From an optimization exercise on the open Yosys and OpenROAD flow, aimed at small area; shortcuts taken in it are not production practice. The RTL was checked by simulation tests, not by an equivalence proof against the original design. Power figures rest on the tool's default switching activity, not on a simulated workload.

[flow/config.mk]
export PLATFORM = sky130hd
export DESIGN_NAME = regfile_mp_sb
export DESIGN_NICKNAME = regfile_mp_sb
export VERILOG_FILES = /design/flow/design.v
export SDC_FILE = /design/flow/constraint.sdc
export NUM_CORES = 4
export LEC_CHECK = 0
export CAP_MARGIN = 20
export CORE_MARGIN = 2
export CORE_UTILIZATION = 35
export SLEW_MARGIN = 20
[flow/constraint.sdc]
create_clock -name core_clock -period 8.0 [get_ports {Clk}]
set_input_delay 1.6000 -clock core_clock [delete_from_list [all_inputs] [get_ports {Clk}]]
set_output_delay 1.6000 -clock core_clock [all_outputs]
set_load 0.01 [all_outputs]
[flow/design.v]
module regfile_mp_sb #(
    parameter int DATA_W   = 32,
    parameter int ADDR_W   = 5,
    parameter int NREAD    = 2,
    parameter int ZERO_REG = 1,
    parameter int BYPASS   = 1
) (
    input  logic                    Clk,
    input  logic                    Reset,
    input  logic                    we,
    input  logic [ADDR_W-1:0]       wa,
    input  logic [DATA_W-1:0]       wd,
    input  logic [DATA_W/8-1:0]     wbe,
    input  logic [NREAD*ADDR_W-1:0] ra,
    output logic [NREAD*DATA_W-1:0] rdata,
    output logic [NREAD-1:0]        rready,
    input  logic                    iss_valid,
    input  logic [ADDR_W-1:0]       iss_rd,
    output logic [ADDR_W:0]         busy_cnt
);
    localparam int DEPTH = 2**ADDR_W;
    localparam int NB    = DATA_W/8;
    logic [DATA_W-1:0] mem [DEPTH];
    logic [DEPTH-1:0]  busy, busy_nxt;
    logic [DATA_W-1:0] wmerge;
    logic              wr_ok, iss_ok, inc, dec;
    always_comb begin
        wr_ok    = we && !(ZERO_REG != 0 && wa == '0);
        iss_ok   = iss_valid && !(ZERO_REG != 0 && iss_rd == '0);
        wmerge   = mem[wa];
        for (int i = 0; i < NB; i++)
            wmerge[8*i +: 8] = wbe[i] ? wd[8*i +: 8] : mem[wa][8*i +: 8];
        busy_nxt = busy;
        if (wr_ok)
            busy_nxt[wa] = 1'b0;
        if (iss_ok)
            busy_nxt[iss_rd] = 1'b1;
        inc      = iss_ok && !busy[iss_rd];
        dec      = wr_ok && busy[wa] && !(iss_ok && iss_rd == wa);
    end
    always_ff @(posedge Clk) begin
        if (Reset) begin
            for (int r = 0; r < DEPTH; r++)
                mem[r] <= '0;
            busy     <= '0;
            busy_cnt <= '0;
        end else begin
            if (wr_ok)
                mem[wa] <= wmerge;
            busy     <= busy_nxt;
            busy_cnt <= busy_cnt + (ADDR_W+1)'(inc) - (ADDR_W+1)'(dec);
        end
    end
    for (genvar p = 0; p < NREAD; p++) begin : g_rd
        logic [ADDR_W-1:0] a;
        logic              hit;
        assign a   = ra[p*ADDR_W +: ADDR_W];
        assign hit = BYPASS != 0 && wr_ok && wa == a;
        assign rdata[p*DATA_W +: DATA_W] = (ZERO_REG != 0 && a == '0) ? '0 : hit ? wmerge : mem[a];
        assign rready[p] = !busy[a] || hit;
    end
endmodule
[flow/run.sh]
#!/bin/bash
# synth_recipe.tcl (not shown) runs the flow's synth.tcl, then flattens the netlist and writes it again
# the make line also repeats each setting of config.mk as NAME=value (left out here)
make -C /OpenROAD-flow-scripts/flow DESIGN_CONFIG=/design/flow/config.mk WORK_HOME=/design/flow/orfs CLKGATE_MAP_FILE= SYNTH_SCRIPT=/design/flow/synth_recipe.tcl finish
==> summary.md <==
| Metric | Value |
|---|---|
| Post-DR wirelength/cell | `40.5 um` |
| CTS resizes | `0` |
| Clock transition at the registers of the reported paths | `0.06 ns` |
| WHS | `0.527 ns` |
| Residual DRC | `0` |
| Setup violators final | `0` |
| Hold_buf cts | `0` |
| Remaining antenna violation count after routing | `0` |
| Gate Count Post-Synth | `5128` |
| Multi-input gate area | `0.0313 mm2` |
| Drt total wl | `310000 um` |
| Die area | `0.191 mm2` |
| Vias per std cell | `7.08` |
| Maximum clock insertion buffer count | `3` |
| Cell Area, Synth | `0.0657 mm2` |
| Total power per unit cell area | `203 mW/mm2` |
| Cell Area, Placed | `0.0695 mm2` |
| Area leader, netlist | `edfxtp_1` |
| Max Cap Viol | `0` |
| CP Class | `primary input to output port` |
| CTS buffer count | `121` |
| DRT iter0 DRCs | `9886` |
| Layout net count | `5129` |
| Vias post-DR | `54200` |
| Ys async rst share | `0%` |
| Postcts setup bufs | `0` |
| Die Span Y | `437 um` |
| H-tree Lvls | `3` |
| Peak VDD IR | `188 uV` |
| Hold Fails Final Rpt | `0` |
| Synth Flop Type | `edfxtp_1` |
| Synth Register Bits | `1062` |
| Worst Setup Start Kind | `primary input` |
| Final worst path period need | `7.36 ns` |
| Total Routing Usage GR | `31.5%` |
| Mean post-synth cell area | `12.8 um2` |
| Syn. warnings | `1` |
| Vias in the first global route | `50800` |
| Fin crit share | `92.1%` |
| I/O pins | `132` |
| CTS tree | `built` |
| Max Fanout on Critical Path | `36` |
| Row Count | `158` |
| RSZ-0062 raised after global routing | `false` |
| Largest net degree at the start of global routing | `127` |
| DIE WIDTH | `437 um` |
| Post-synth EDFFs | `1024` |
| Largest cells by area after synthesis | `edfxtp_1, mux4_2, mux2i_1, nor2_1, a221oi_1` |
| Power consumption | `14.9 mW` |
| Layout cell share with drive strength beyond 1 | `22.4%` |
| Global route total overflow | `0` |
| Sequential share of the synthesized area | `48.0%` |
| Register area | `0.0315 mm2` |
| Most frequent cells after synthesis | `edfxtp_1, nor2_1, mux4_2` |
| First-pass GRT wire length | `418000 um` |
| Synth top area share | `46.8%` |
| Antenna violations before repair | `16` |
| Run status | `timing/DRC/antenna clean` |
| Port bufs | `131` |
| CTS root buffer | `clkbuf_16` |
| Filler cells | `17400` |
| Tightest Hold Check Type | `register to register` |
| Critical Path End Type | `output port` |
| Lkg Pwr | `26.4 nW` |
| Area delta synth->final | `12.1%` |
| Drt first pass iters | `10` |
| Routability Congestion | `0.927` |
| CP required | `6.40 ns` |
| HPWL Detailed | `176000 um` |
| Initial Utilization | `35.3%` |
| Core area | `0.186 mm2` |
| Synth cell types | `76` |
| Arr. time, crit path | `5.76 ns` |
| Final Cell Area | `0.0736 mm2` |
| Worst-Skew Late Latency | `0.80 ns` |
| Fmax | `136 MHz` |
| Skew final | `0.0424 ns` |
| Count leader, synth | `edfxtp_1` |
| Layout Utilization | `39.6%` |
| Total Negative Setup Slacks | `0 ns` |
| Worst-margin pin slew | `1.33 ns` |
| Slew margin rel. | `11.3%` |
| CTS Sinks | `1062` |
| Mapped Nets | `5205` |
| Final slew viol count | `0` |
[per-stage QoR]
stage          setup slack [ns]  cells
2_1_floorplan              1.62   5128
3_3_place_gp              0.595   7403
3_5_place_dp              0.813   7407
4_1_cts                   0.779   7629
5_1_grt                   0.609   7632
6_report                  0.635   7651
[final cells by class]
class,instances,share of cell area [%]
Antenna cell,20,0.0680
Clock buffer,150,4.44
Clock inverter,72,1.02
Inverter,26,0.138
Multi-Input combinational cell,3472,42.5
Sequential cell,1062,42.8
Tap cell,2480,4.22
Timing Repair Buffer,369,4.74
[logic make-up after synthesis]
kind of cell	share of synthesized area, %
xor+xnor	0.347
fa+ha+maj	0.335
compound gates	8.74
simple gates	10.3
mux	27.4
buf+inv	4.90
flops	48.0
[routing by layer]
| metal | GRT usage, % | vias to the layer above | wire [um] |
|---|---|---|---|
| li1 | - | 20100 | - |
| met1 | 38.9 | 27000 | 102000 |
| met3 | 13.7 | 1391 | 54100 |
| met4 | 21.5 | 22 | 25400 |
| met5 | 0 | - | 333 |
| met2 | 44.4 | 5673 | 128000 |
[worst paths after layout]
path	start	endpoint	slack, ns	cells after the start
hold / removal	busy[24]	busy[24]	0.53	2
hold reg to reg	busy[24]	busy[24]	0.53	2
setup / recovery	wa[0]	rdata[37]	0.64	11
setup reg to reg	busy[3]	busy_cnt[4]	4.81	13
[state kept, by name, summed over array words and instances (netlist names)]
signal,count
busy_cnt,6
busy,32
mem,1024
[critical path: stages]
cell and delay (ns):
buf_8 0.36, inv_1 0.16, ha_1 0.29, and3_1 0.20
ha_1 0.19, nor2b_1 0.30, o221a_2 0.26, nand3_1 0.12
nand2b_2 0.69, o22ai_1 0.86, clkdlybuf4s50_1 0.68
[layout by cell type, fill, tap and decap left out, types with 19 or more instances in the layout]
cell / n
diode_2: 20
clkinv_1: 26
mux4_2: 553
clkdlybuf4s50_1: 115
nand2_2: 33
edfxtp_1: 1024
clkinv_2: 19
nor2_1: 996
nand2_1: 135
o21ai_0: 124
nand2b_1: 28
clkbuf_16: 124
mux2i_1: 480
buf_4: 211
dfxtp_1: 38
nor3_1: 157
a22oi_1: 140
a311oi_1: 22
nand4_1: 23
buf_12: 30
o22ai_1: 67
a221o_1: 33
nand2b_4: 20
o211ai_1: 34
a21oi_1: 104
or2_2: 20
a221oi_1: 140
a211oi_1: 19
nand3_1: 58
[report_power, final]
| part | leakage, nW | switching [mW] | internal [mW] |
|---|---|---|---|
| sequential | 10.9 | 0.155 | 6.31 |
| clock | 1.95 | 2.48 | 3.30 |
| combinational | 13.5 | 1.72 | 0.944 |

[re-timing with driven ports]
Ports are ideal in the flow. The routed layout listed here was re-timed in OpenROAD.
Step 1 assumes that a clkbuf_16 drives the clock port and a buf_2 every other input.
Step 2 moves the port delays by t, midway between the first and last clock arrival at a register: inputs arrive t later, outputs are due t later. That takes back most of the time a late clock gives input paths.
Slacks: ideal / step 1 / step 2; pairs: ideal / step 1.
t (ns): 0.865
slack for setup (ns): 0.635 / 0.543 / 0.543
pins driven straight from the clock port: 1
After both steps this run still meets setup and hold. The setup slack of this run moves by -0.092 ns with the drivers and by -0.092 ns with both steps.
